Source: an optimization exercise on an open RTL-to-GDS flow (aim: a short achievable clock period and few clock cycles per item). Production flows keep margins and buffers that such runs may drop.
At most, simulation tests tie the RTL to the original design; equivalence was not proved.
No driver is modelled on the clock port, so clocking that relies on it looks cheaper here than on a real chip.
No activity file was given, so power comes from the tool's default toggle rates.

== main ==
Design data_cache, start of the top module:
module data_cache (
   input  logic        clk,
   input  logic        reset,
   input  logic        MemWrite,
   input  logic        MemRead,
   input  logic [31:0] addr,
   input  logic [31:0] wdata,
   output logic [31:0] rdata,
   output logic        memstall,
   output logic        mem_req,
   output logic        mem_we,
   output logic [31:0] mem_addr,
   output logic [31:0] mem_wdata,
   input  logic [31:0] mem_rdata,
   input  logic        mem_ack
);
For scale: ~5400 cells after synthesis, roughly 2500 flip-flops.
clock: 6.5 ns
lec_check: 0
abc_clock_period_in_ps: 1500
cap_margin: 20
core_margin: 2
core_utilization: 60
setup_slack_margin: 3.5
slew_margin: 20
synth_hierarchical: 1
standard.sh (not shown) runs the stock make flow with config.mk's settings and CLKGATE_MAP_FILE= SYNTH_SCRIPT=/design/flow/synth_recipe.tcl, a recipe that flattens the netlist after the stock synthesis.
==> flow/flow/run.sh <==
#!/bin/bash
# Standard layout with two changes; synthesis is the standard one, unchanged.
#  - The delay cells are kept out of port buffering, placement, timing repair and
#    routing (the resizer otherwise picks them as port and fanout buffers).
#  - After the standard timing repair of the CTS and global-route steps, more repair
#    passes aim at tighter setup margins (post_cts.tcl, post_grt.tcl).
set -euo pipefail
bash standard.sh synth > synth.log 2>&1
flow=$(pwd)/flow
for step in FLOORPLAN GLOBAL_PLACE RESIZE DETAIL_PLACE DETAIL_ROUTE REPAIR_TIMING_POST_PLACE CTS GLOBAL_ROUTE; do
  export PRE_${step}_TCL=$flow/dont_use_dly.tcl
done
export POST_CTS_TCL=$flow/post_cts.tcl
export POST_GLOBAL_ROUTE_TCL=$flow/post_grt.tcl
bash standard.sh finish > layout.log 2>&1
==> flow/flow/dont_use_dly.tcl <==
# Keep the delay cells out of every buffering and sizing step.
set_dont_use [get_lib_cells {*/sky130_fd_sc_hd__dly* */sky130_fd_sc_hd__clkdlybuf*}]
puts "dont_use_dly: [llength [get_lib_cells {*/sky130_fd_sc_hd__dly* */sky130_fd_sc_hd__clkdlybuf*}]] delay cells set dont_use"
==> flow/flow/post_cts.tcl <==
# Extra setup repair after CTS, at stepwise tighter margins.
source [file join [file dirname [info script]] dont_use_dly.tcl]
estimate_parasitics -placement
foreach margin {3.2 3.4 3.55} {
  repair_timing -setup -setup_margin $margin -repair_tns 100 -verbose
}
detailed_placement
check_placement -verbose
estimate_parasitics -placement
report_worst_slack -max
==> flow/flow/post_grt.tcl <==
# Extra setup repair on global-route parasitics, at stepwise tighter margins.
source [file join [file dirname [info script]] dont_use_dly.tcl]
estimate_parasitics -global_routing
foreach margin {3.2 3.4 3.55} {
  repair_timing -setup -setup_margin $margin -repair_tns 100 -verbose
}
global_route -start_incremental
detailed_placement
global_route -end_incremental
estimate_parasitics -global_routing
report_worst_slack -max
write_guides $::env(RESULTS_DIR)/route.guide
Testbench counts of main, summed over its fixed seeds: cycles 119,935, accesses 20,000.
What the feature branch does differently from main at the input level:
Settings: CORE_UTILIZATION now 70, was 60.
Logic depth of the worst setup path including buffers was higher in the run labelled the feature branch. Die area sits lower in the feature branch than in main. Higher layout overhead on the synthesized area was reported by main, not the feature branch. Compared to main, the feature branch has clock power about 7% lower. The lower post-layout total power came out of the feature branch. The feature branch has number of standard cells in the layout, taps in and fillers out below what main had. After detailed routing, main needs more wire than the feature branch. Critical path capture point = s_ref_q: the feature branch; critical path capture point = rdata_q[15]: main.


## build 47
Another version of the RTL of data_cache (not shown whole).
For scale: ~5100 cells after synthesis, roughly 2600 flip-flops, ~97000 um2 of cells after synthesis.
clock: 6.5 ns
lec_check: 0
abc_clock_period_in_ps: 1500
cap_margin: 20
core_margin: 2
core_utilization: 70
setup_slack_margin: 3.5
slew_margin: 20
synth_hierarchical: 1
run.sh (not shown) runs the stock make flow with config.mk's settings and CLKGATE_MAP_FILE= SYNTH_SCRIPT=/design/flow/synth_recipe.tcl, a recipe that flattens the netlist after the stock synthesis.
Stock flow here: none of the scripts above is used.
For build 50, these inputs were changed with respect to build 47:
==> flow/flow/run.sh (new file) <==
#!/bin/bash
# Standard layout, except that the delay cells are kept out of placement, timing repair
# and routing (the resizer otherwise picks them as port and fanout buffers). Synthesis
# is the standard one, unchanged.
set -euo pipefail
bash standard.sh synth > synth.log 2>&1
export DONT_USE_CELLS="sky130_fd_sc_hd__dlygate4sd1_1 sky130_fd_sc_hd__dlygate4sd2_1 sky130_fd_sc_hd__dlygate4sd3_1 sky130_fd_sc_hd__dlymetal6s2s_1 sky130_fd_sc_hd__dlymetal6s4s_1 sky130_fd_sc_hd__dlymetal6s6s_1 sky130_fd_sc_hd__clkdlybuf4s15_1 sky130_fd_sc_hd__clkdlybuf4s15_2 sky130_fd_sc_hd__clkdlybuf4s18_1 sky130_fd_sc_hd__clkdlybuf4s18_2 sky130_fd_sc_hd__clkdlybuf4s25_1 sky130_fd_sc_hd__clkdlybuf4s25_2 sky130_fd_sc_hd__clkdlybuf4s50_1 sky130_fd_sc_hd__clkdlybuf4s50_2"
bash standard.sh finish > layout.log 2>&1
==> flow/standard.sh (new file) <==
#!/bin/bash
# synth_recipe.tcl (not shown) runs the flow's synth.tcl, then flattens the netlist and writes it again
# the make line also repeats each setting of config.mk as NAME=value (left out here)
make -C /OpenROAD-flow-scripts/flow DESIGN_CONFIG=/design/flow/config.mk WORK_HOME=/design/flow/orfs CLKGATE_MAP_FILE= SYNTH_SCRIPT=/design/flow/synth_recipe.tcl "${@:-finish}"
removed: flow/run.sh
Re worst IR drop on VDD: no difference whatsoever between build 50 and build 47.
Build 50 against build 47: final core utilization about even; required time at the worst-slack endpoint about even; total power about even; sequential share of layout area about even.
Taking build 47 as the reference, in build 50 critical path arrival essentially unchanged, final wirelength essentially unchanged.
The following lists how build 16 was set up differently from build 50:
==> flow/flow/run.sh <==
#!/bin/bash
# Standard layout, except that the delay cells are kept out of port buffering, placement,
# timing repair and routing (the resizer otherwise picks them as port and fanout
# buffers). Synthesis is the standard one, unchanged.
set -euo pipefail
bash standard.sh synth > synth.log 2>&1
hook=$(pwd)/flow/dont_use_dly.tcl
for step in FLOORPLAN GLOBAL_PLACE RESIZE DETAIL_PLACE CTS GLOBAL_ROUTE DETAIL_ROUTE REPAIR_TIMING_POST_PLACE; do
  export PRE_${step}_TCL=$hook
done
bash standard.sh finish > layout.log 2>&1
==> flow/flow/dont_use_dly.tcl (new file) <==
# Keep the delay cells out of every buffering and sizing step.
set_dont_use [get_lib_cells {*/sky130_fd_sc_hd__dly* */sky130_fd_sc_hd__clkdlybuf*}]
puts "dont_use_dly: [llength [get_lib_cells {*/sky130_fd_sc_hd__dly* */sky130_fd_sc_hd__clkdlybuf*}]] delay cells set dont_use"
From build 16 to build 50, cell area after technology mapping did not move at all.
Build 16 vs build 50 on clock group share of total power: build 16 is the higher one.
Build 16 gives less period utilization than build 50 did.
Clock tree buffer count of the final layout is higher on build 16
Build 16 gives less synthesis-to-finish area growth than build 50 did.
Re x dimension of the die: no difference whatsoever between build 16 and build 50.
Between build 50 and build 16, the combined buffer and inverter count along the critical path is higher for build 50.
Count of inserted antenna diode cells ended up 8 higher on build 16 than on build 50.
No functional check of the RTL was part of any run of this note.


Setup of east:
RTL: one of the versions met above, not the one the previous note started from.
Size in the first run: ~5,400 cells after synthesis, ~200 I/O pins, roughly 100,000 um^2 of cells after synthesis.
clock: 6.5 ns
lec_check: 0
abc_clock_period_in_ps: 1500
cap_margin: 20
core_margin: 2
core_utilization: 70
setup_slack_margin: 3.5
slew_margin: 20
synth_hierarchical: 1
standard.sh (not shown) runs the stock make flow with config.mk's settings and CLKGATE_MAP_FILE= SYNTH_SCRIPT=/design/flow/synth_recipe.tcl, a recipe that flattens the netlist after the stock synthesis.
==> flow/flow/run.sh <==
#!/bin/bash
# Standard layout with two changes; synthesis is the standard one, unchanged.
#  - The delay cells are kept out of port buffering, placement, timing repair and
#    routing (the resizer otherwise picks them as port and fanout buffers).
#  - After the standard timing repair of the CTS and global-route steps, more repair
#    passes aim at tighter setup margins (post_cts.tcl, post_grt.tcl), and after the
#    global-route one the drivers on the worst paths are upsized greedily (sizer.tcl).
set -euo pipefail
bash standard.sh synth > synth.log 2>&1
flow=$(pwd)/flow
for step in FLOORPLAN GLOBAL_PLACE RESIZE DETAIL_PLACE DETAIL_ROUTE REPAIR_TIMING_POST_PLACE CTS GLOBAL_ROUTE; do
  export PRE_${step}_TCL=$flow/dont_use_dly.tcl
done
export POST_CTS_TCL=$flow/post_cts.tcl
export POST_GLOBAL_ROUTE_TCL=$flow/post_grt.tcl
bash standard.sh finish > layout.log 2>&1
==> flow/flow/post_grt.tcl <==
# Extra setup repair on global-route parasitics: OpenROAD's repair at stepwise tighter
# margins, then greedy upsizing of the drivers on the worst paths (sizer.tcl).
source [file join [file dirname [info script]] dont_use_dly.tcl]
source [file join [file dirname [info script]] sizer.tcl]
estimate_parasitics -global_routing
foreach margin {3.2 3.4 3.55} {
  repair_timing -setup -setup_margin $margin -repair_tns 100 -verbose
}
estimate_parasitics -global_routing
report_worst_slack -max
sizer_run 100 3.7 8
global_route -start_incremental
detailed_placement
global_route -end_incremental
estimate_parasitics -global_routing
report_worst_slack -max
write_guides $::env(RESULTS_DIR)/route.guide
Scripts as last shown in full above: flow/flow/post_cts.tcl
Other scripts of this flow, unchanged in this note and not shown: flow/flow/dont_use_dly.tcl, flow/flow/sizer.tcl
Having completed the whole flow, east delivered a layout that passed the timing, DRC and antenna checks.
Testbench counts of east, summed over its fixed seeds: cycles 119,935, accesses 20,000.
Input-level comparison between west and east:
--- a/flow/flow/post_grt.tcl
+++ b/flow/flow/post_grt.tcl
@@ -10,3 +10,3 @@
 report_worst_slack -max
-sizer_run 100 3.7 8
+sizer_run 60 3.6 4
 global_route -start_incremental
[summary]
Final cycle utilization of the critical path delta (west -> east): insignificant. east → west: starting utilization of the core area shows no meaningful change; wire length on met2 went down 1.7%. Sort east and west by clock period minus final worst setup slack, ascending, and east comes first. east and west ended up with roughly the same multi-input gate share of total cell area. Combinational power in west is about 4% below east.


Setup of old:
data_cache, a different RTL version from the one above (not shown whole).
For scale: roughly 4,300 cells after synthesis, about 2,600 flip-flops, about 200 I/O pins, roughly 0.10 mm^2 of cells after synthesis.
clock: 6.5 ns
lec_check: 0
abc_clock_period_in_ps: 1500
cap_margin: 20
core_margin: 2
core_utilization: 70
setup_slack_margin: 3.5
slew_margin: 20
synth_hierarchical: 1
run.sh (not shown) runs the stock make flow with config.mk's settings and CLKGATE_MAP_FILE= SYNTH_SCRIPT=/design/flow/synth_recipe.tcl, a recipe that flattens the netlist after the stock synthesis.
Stock flow here: none of the scripts above is used.
No stage failed in old, and the final checks on the layout all came back clean.
Testbench counts of old, summed over its fixed seeds: cycles 119,935, accesses 20,000.
Input-level comparison between new and old:
- swapping 70 for 55 in CORE_UTILIZATION
Notes after the runs:
Summary of the comparison: area of placed instances is higher in new, relative to old. Aggregate global-route resource usage sits lower in new than in old. Register share of the cell area ends up lower on new. Going from old to new, length of routed met3 wiring shrank by more than a quarter. new against old: buffers inserted during post-CTS setup optimization +61, count of cells resized by post-cts repair +4.8%, non-clock buffer count in the final layout +74, wire length +about 1.2%, average vias per placed instance -11%. Maximum frequency: new worse than old.


## P
The RTL this note starts from:
==> flow/design.v <==
module data_cache (
   input  logic        clk,
   input  logic        reset,
   input  logic        MemWrite,
   input  logic        MemRead,
   input  logic [31:0] addr,
   input  logic [31:0] wdata,
   output logic [31:0] rdata,
   output logic        memstall,
   output logic        mem_req,
   output logic        mem_we,
   output logic [31:0] mem_addr,
   output logic [31:0] mem_wdata,
   input  logic [31:0] mem_rdata,
   input  logic        mem_ack
);
   logic        s_idle_q, s_ref_q, s_wr_q, s_ret_q;
   logic        ackret_q;   
   logic        mem_req_q;
   logic        mem_we_q;
   logic [1:0]  x_q;        
   logic        sh_q;       
   logic [31:0] rdata_q;
   logic [31:0] wd_q;
   logic [63:0] wsel_q;     
   logic [15:0] valid_q;
   logic [23:0] tag_mem  [16];
   logic [31:0] data_mem [16][4];
   logic [3:0]  idx;
   logic [1:0]  off;
   logic [23:0] tag;
   logic        hit;
   logic [31:0] line_word [16];
   logic [31:0] quad_word [4];
   logic [31:0] rd_word;
   logic        wr_go;
   logic [31:0] wr_val;
   logic [1:0]  unused_addr_lsbs;
   assign idx = addr[7:4];
   assign off = addr[3:2];
   assign tag = addr[31:8];
   assign hit = valid_q[idx] && (tag_mem[idx] == tag);
   assign unused_addr_lsbs = addr[1:0];
   always_comb begin
      for (int i = 0; i < 16; i++) line_word[i] = data_mem[i][off];
      for (int j = 0; j < 4; j++) quad_word[j] = line_word[{j[1:0], idx[1:0]}];
      rd_word = quad_word[idx[3:2]];
   end
   assign rdata     = rdata_q;
   assign memstall  = !(s_ret_q || (ackret_q && mem_ack));
   assign mem_req   = mem_req_q || (s_idle_q && MemWrite && reset);
   assign mem_we    = mem_we_q;
   assign mem_addr  = {addr[31:4], off ^ x_q, 2'b00};
   assign mem_wdata = wdata;
   always_ff @(posedge clk or negedge reset) begin
      if (!reset) begin
         s_idle_q  <= 1'b1;
         s_ref_q   <= 1'b0;
         s_wr_q    <= 1'b0;
         s_ret_q   <= 1'b0;
         ackret_q  <= 1'b0;
         mem_req_q <= 1'b0;
         mem_we_q  <= 1'b1;
         x_q       <= 2'd0;
         valid_q   <= '0;
      end else begin
         if (s_idle_q) begin
            if (MemWrite) begin
               s_idle_q  <= 1'b0;
               s_wr_q    <= 1'b1;
               ackret_q  <= 1'b1;
               mem_req_q <= 1'b1;
            end else if (MemRead) begin
               s_idle_q <= 1'b0;
               if (hit) begin
                  s_ret_q <= 1'b1;
               end else begin
                  s_ref_q   <= 1'b1;
                  mem_req_q <= 1'b1;
                  mem_we_q  <= 1'b0;
               end
            end
         end
         if (s_ref_q && x_q == 2'd0) valid_q[idx] <= 1'b0;
         if (s_ref_q && mem_ack) begin
            x_q      <= {x_q[0], ~x_q[1]};
            ackret_q <= (x_q == 2'd3);
            if (x_q == 2'd2) begin
               s_ref_q      <= 1'b0;
               s_idle_q     <= 1'b1;
               mem_req_q    <= 1'b0;
               mem_we_q     <= 1'b1;
               valid_q[idx] <= 1'b1;
            end
         end
         if (s_wr_q && mem_ack) begin
            s_wr_q    <= 1'b0;
            s_idle_q  <= 1'b1;
            ackret_q  <= 1'b0;
            mem_req_q <= 1'b0;
         end
         if (s_ret_q) begin
            s_ret_q  <= 1'b0;
            s_idle_q <= 1'b1;
         end
      end
   end
   assign wr_go  = (s_ref_q && mem_ack) || sh_q;
   assign wr_val = s_ref_q ? mem_rdata : wd_q;
   always_ff @(posedge clk) begin
      sh_q <= 1'b0;
      if (s_idle_q) begin
         rdata_q <= rd_word;
         wd_q    <= wdata;
         wsel_q  <= 64'd1 << {idx, off};
         sh_q    <= MemWrite && hit;
      end
      if (s_ref_q && x_q == 2'd0) tag_mem[idx] <= tag;
      if (s_ref_q && mem_ack) begin
         if (x_q == 2'd0) rdata_q <= mem_rdata;
         for (int l = 0; l < 16; l++) begin
            for (int w = 0; w < 4; w++) begin
               wsel_q[4*l + w] <= wsel_q[4*l + (w ^ {1'b0, ~x_q[1] ^ x_q[0]} ^ {x_q[0] ^ x_q[1], 1'b0})];
            end
         end
      end
      for (int i = 0; i < 16; i++) begin
         for (int w = 0; w < 4; w++) begin
            if (wr_go && wsel_q[4*i + w]) data_mem[i][w] <= wr_val;
         end
      end
   end
endmodule
clock: 6.5 ns
lec_check: 0
abc_clock_period_in_ps: 1500
cap_margin: 20
core_margin: 2
core_utilization: 55
setup_slack_margin: 3.45
slew_margin: 20
> inputs changed (P -> Q)
# P
export LEC_CHECK = 0
export ABC_CLOCK_PERIOD_IN_PS = 1500
export CAP_MARGIN = 20
export CORE_MARGIN = 2
export CORE_UTILIZATION = 55
export SETUP_SLACK_MARGIN = 3.45
export SLEW_MARGIN = 20
create_clock -name core_clock -period 6.5 [get_ports {clk}]
# Q
export LEC_CHECK = 0
export ABC_CLOCK_PERIOD_IN_PS = 1500
export CAP_MARGIN = 20
export CORE_MARGIN = 2
export CORE_UTILIZATION = 55
export SETUP_SLACK_MARGIN = 3.6
export SLEW_MARGIN = 20
create_clock -name core_clock -period 6.5 [get_ports {clk}]
Min placement-stage worst setup slack across P and Q: Q
Critical path depth came out exactly the same in P and Q.
Number of vias per cell: P vs Q, no meaningful difference
| number of multi-input combinational cells | Q vs P | ≈ equal |
Q vs. P: overall fraction of global-route tracks in use went up by 0.83 points.
Relative to P, cell count has gone up in Q.
Q went all the way through the flow, and no timing, DRC or antenna check failed.
P → Q: overall power after layout lost about 1.2%, clock-pin slew of the registers on the worst-case setup and hold paths shows no meaningful change, wire length shows an increase of about 1.7%.
No run of this note included a check of the RTL's function; only the layout flow was run.

[port drivers added, routing unchanged]
In the flow no input, the clock included, has a driving cell. The finished layouts below were timed again as built, in two steps. Step 1 (the two cells are an assumption about what drives the block):
set clk [get_ports {clk}]
set_driving_cell -lib_cell sky130_fd_sc_hd__clkbuf_16 $clk
set_driving_cell -lib_cell sky130_fd_sc_hd__buf_2 [delete_from_list [all_inputs] $clk]
Step 2 moves the port delays by t, midway between the first and last clock arrival at a register: inputs arrive t later, outputs are due t later. That takes back most of the time a late clock gives input paths. Three values: ideal ports, drivers, drivers and shift; two values: the first two.
run | shift t [ns] | setup WS [ns] | hold WS [ns] | worst setup path after step 2
main | 0.983 | 3.414 / 3.345 / 2.432 | 0.469 / 0.483 / 0.500 | input to register
the feature branch | 0.934 | 3.332 / 3.277 / 2.342 | 0.425 / 0.427 / 0.510 | input to register
build 47 | 0.944 | 3.291 / 3.331 / 2.387 | 0.451 / 0.414 / 0.509 | input to register
build 50 | 0.944 | 3.291 / 3.331 / 2.387 | 0.451 / 0.414 / 0.509 | input to register
build 16 | 0.933 | 3.335 / 3.321 / 2.492 | 0.193 / 0.168 / 0.496 | input to register
east | 0.941 | 3.495 / 3.416 / 2.512 | 0.420 / 0.416 / 0.512 | input to register
west | 0.930 | 3.486 / 3.418 / 2.587 | 0.418 / 0.425 / 0.510 | input to register
old | 0.964 | 3.146 / 2.844 / 1.880 | 0.507 / 0.507 / 0.507 | input to register
new | 0.993 | 3.120 / 2.884 / 1.891 | 0.477 / 0.417 / 0.495 | input to register
P | 1.013 | 2.830 / 2.631 / 1.618 | 0.430 / 0.361 / 0.496 | input to register
Q | 0.983 | 2.854 / 2.621 / 1.638 | 0.460 / 0.419 / 0.495 | input to register
After both steps setup and hold are still met in every run listed. For old, which loses most, drivers alone change the setup slack by -0.302 ns; drivers and shift together by -1.266 ns.
